Source: an optimization exercise on an open RTL-to-GDS flow (aim: small area, a short achievable clock period and few clock cycles per item). Production flows keep margins and buffers that such runs may drop.
Where RTL was checked, it was by simulation tests only, not by an equivalence proof against the original.

== run 1 ==
// pow_stream
module pow_stream #(
  parameter int DATA_W = 32,
  parameter int EXP_W  = 3,
  parameter int ID_W   = 1
) (
  input  logic              clk,
  input  logic              aresetn,
  input  logic              s_tvalid,
  output logic              s_tready,
  input  logic [DATA_W-1:0] s_tdata,
  input  logic [EXP_W-1:0]  s_texp,
  input  logic [ID_W-1:0]   s_tid,
  input  logic              s_tlast,
  output logic              m_tvalid,
  input  logic              m_tready,
  output logic [DATA_W-1:0] m_tdata,
  output logic [ID_W-1:0]   m_tid,
  output logic              m_tlast,
  output logic              m_tovf
);
For scale: roughly 2600 cells after synthesis, roughly 24000 µm² of cells after synthesis.
==> flow/config.mk <==
export PLATFORM = sky130hd
export DESIGN_NAME = pow_stream
export DESIGN_NICKNAME = pow_stream
export VERILOG_FILES = /design/flow/design.v
export SDC_FILE = /design/flow/constraint.sdc
export NUM_CORES = 4
export LEC_CHECK = 0
export CAP_MARGIN = 20
export CORE_MARGIN = 2
export CORE_UTILIZATION = 40
export SETUP_SLACK_MARGIN = 3.0
export SLEW_MARGIN = 20
export TNS_END_PERCENT = 0
==> flow/constraint.sdc <==
create_clock -name core_clock -period 7.6 [get_ports {clk}]
set_input_delay 1.5200 -clock core_clock [delete_from_list [all_inputs] [get_ports {clk}]]
set_output_delay 1.5200 -clock core_clock [all_outputs]
set_load 0.01 [all_outputs]
run.sh (not shown) runs the stock make flow with config.mk's settings and CLKGATE_MAP_FILE= SYNTH_SCRIPT=/design/flow/synth_recipe.tcl, a recipe that flattens the netlist after the stock synthesis.
Run 1: full flow OK, the timing, DRC and antenna checks passed
[inputs] run 2 vs run 1
- SETUP_SLACK_MARGIN: 3.0 -> unset
- TNS_END_PERCENT: 0 -> unset
## What came out
Run 2 vs run 1 — number of gates resized after CTS dropped 150.
Highest metal layer with signal wires: met5 -> run 1, met4 -> run 2
For run 1, the library cell contributing the largest single delay on the critical path was sky130_fd_sc_hd__fa_1, unlike run 2, where it was sky130_fd_sc_hd__dfxtp_1.
Comparing run 2 against run 1, there is no change at all in well tap count.
Compared to run 1, run 2 has area growth from synthesis to final layout 7.5 points lower.
From run 1 to run 2 the numbers moved as follows: sequential share of layout area +1.1 points, count of filler cells inserted in the layout +62, final worst slack -0.94 ns.
No functional check of the RTL was part of any run of this note.

========
## JK
pow_stream, a different RTL version from the one above (not shown whole).
Size: ~2300 cells after synthesis, ~310 flip-flops, about 78 I/O pins.
make LEC_CHECK=0 CAP_MARGIN=20 CORE_MARGIN=2 CORE_UTILIZATION=40 SETUP_SLACK_MARGIN=3.5 SLEW_MARGIN=20 TNS_END_PERCENT=0 finish   # period 7.6 ns
Testbench counts of JK, summed over its fixed seeds: cycles 18,241, items 8,000.
--- input diff JK..MS ---
--- a/flow/config.mk
+++ b/flow/config.mk
@@ -7,7 +7,7 @@
 export LEC_CHECK = 0
-export CAP_MARGIN = 20
+export CAP_MARGIN = 0
 export CORE_MARGIN = 2
 export CORE_UTILIZATION = 40
-export SETUP_SLACK_MARGIN = 3.5
-export SLEW_MARGIN = 20
+export SETUP_SLACK_MARGIN = 4.5
+export SLEW_MARGIN = 0
 export TNS_END_PERCENT = 0
Findings:
- Startpoint of the worst setup timing path: a_enc[19] -> MS, m_tready -> JK
- In the flow results for JK and MS, the fraction of area in clock buffers and inverters is smaller on MS.
- Looking at wire length on met1 across JK and MS, the one that comes out higher is JK.
- When the final numbers for JK and MS were put side by side, the fmax turned out to be greater in MS.
- Summary of MS over JK: fraction of layout instances using a drive strength above 1 now sits higher, number of enable flip-flop cells after synthesis saw little to no change, register fraction of the total cell area held, clock period minus worst slack fell by 0.098 ns.
- When MS is set beside JK, its first-pass GRT wire length turns out to be about 3.3% larger.
Changes in AL relative to MS:
--- a/flow/config.mk
+++ b/flow/config.mk
@@ -7,3 +7,3 @@
 export LEC_CHECK = 0
-export CAP_MARGIN = 0
+export CAP_MARGIN = 20
 export CORE_MARGIN = 2
@@ -11,3 +11,3 @@
 export SETUP_SLACK_MARGIN = 4.5
-export SLEW_MARGIN = 0
+export SLEW_MARGIN = 20
 export TNS_END_PERCENT = 0
==> run summary <==
- Of AL and MS, AL shows the lower maximum net fanout on the critical path, with MS above it.
- Reported for AL and MS, placed wire-length estimate after detailed placement turned out identical to the last digit.
- As far as cell area after layout is concerned, MS and AL perform about the same.
- Fmax of AL is on par with MS.
- The final worst-path setup slack of AL was inferior to that of MS.
- Comparing MS with AL, the share of the final layout cell area in multi-input gates came out essentially unchanged.
- On flop-to-flop setup slack, MS tracks AL almost exactly.
What TR does differently from AL at the input level:
--- a/flow/config.mk
+++ b/flow/config.mk
@@ -9,3 +9,3 @@
 export CORE_MARGIN = 2
-export CORE_UTILIZATION = 40
+export CORE_UTILIZATION = 30
 export SETUP_SLACK_MARGIN = 4.5
[summary]
- Diff AL -> TR: final worst-path cycle share lost 0.19 points, cell count after placement picked up an extra about 8%, final worst clock skew neither gained nor lost much.
- Against AL as the reference, TR delivers a lower global-route usage.
- Re clock period minus final worst setup slack: AL was higher than TR.
- Compared with AL, in TR met1 capacity usage during global routing fell by 9.0 points, non-clock buffer count saw a decrease.

========
pow_stream, a different RTL version from the one above (not shown whole).
Size: about 1,800 cells after synthesis, about 110 flip-flops, about 78 I/O pins.
clock: 7.6 ns
lec_check: 0
cap_margin: 20
core_margin: 2
core_utilization: 40
setup_slack_margin: 1.25
slew_margin: 20
tns_end_percent: 0
Testbench counts at the start, summed over its fixed seeds: cycles 16,916, items 8,000.
Then changed:
- SETUP_SLACK_MARGIN: 1.25 -> 0.75
Outcome:
- count of clock-buffer cells in the layout does not change
- die area does not change
- hold slack improved by 0.013 ns
- routed wire length came out lower by 4.7%
- final area came out lower by 5.3%
- critical path depth came out lower by 1
- core utilization came out lower by 2.8 points
Then changed:
- SETUP_SLACK_MARGIN: 0.75 -> 2.5
=> Count of clock-buffer cells in the layout is unchanged. Fmax is lower slightly. Clock skew fell by 0.0052 ns. Synthesized area is unchanged. Non-clock buffer count is higher by 71. Global-route usage climbs by 3.0 points. Core utilization is higher by 4.5 points. Worst setup slack degrades by 0.035 ns. Wire length rises by roughly a tenth. Cell area is higher by roughly a tenth. Die area is unchanged.

afterwards: timing with drivers on the ports:
The results above use ideal ports. As a check the final layouts listed here were re-extracted and re-timed, cells and wires unchanged.
Step 1 assumes that a clkbuf_16 drives the clock port and a buf_2 every other input.
Step 2, shift: input delay + t, output delay - t, t = (earliest + latest rising clock arrival at the registers) / 2. This alone moves slack from input paths to output paths.
Three values: ideal, step 1, step 2; two values: the first two.
run	shift t [ns]	setup WS [ns]	worst register clock-pin slew, ns	worst data-port slew with drivers (ns)
run 1	0.613	2.940 / 2.936 / 2.936	0.07 / 0.07	0.05
run 2	0.619	1.998 / 1.998 / 1.998	0.07 / 0.07	0.06
JK	0.619	3.454 / 3.438 / 3.354	0.06 / 0.06	0.05
MS	0.615	3.552 / 3.552 / 3.274	0.06 / 0.06	0.06
AL	0.613	3.549 / 3.549 / 3.270	0.06 / 0.06	0.06
TR	0.611	3.563 / 3.540 / 3.074	0.06 / 0.06	0.07
the first run of note 3	0.441	1.020 / 1.020 / 1.020	0.08 / 0.08	0.04
the second run of note 3	0.450	0.924 / 0.924 / 0.924	0.09 / 0.09	0.05
the third run of note 3	0.447	0.889 / 0.889 / 0.889	0.08 / 0.08	0.06
After both steps setup and hold are still met in every run listed. The setup slack of TR, which loses most, moves by -0.023 ns with the drivers and by -0.489 ns with both steps.
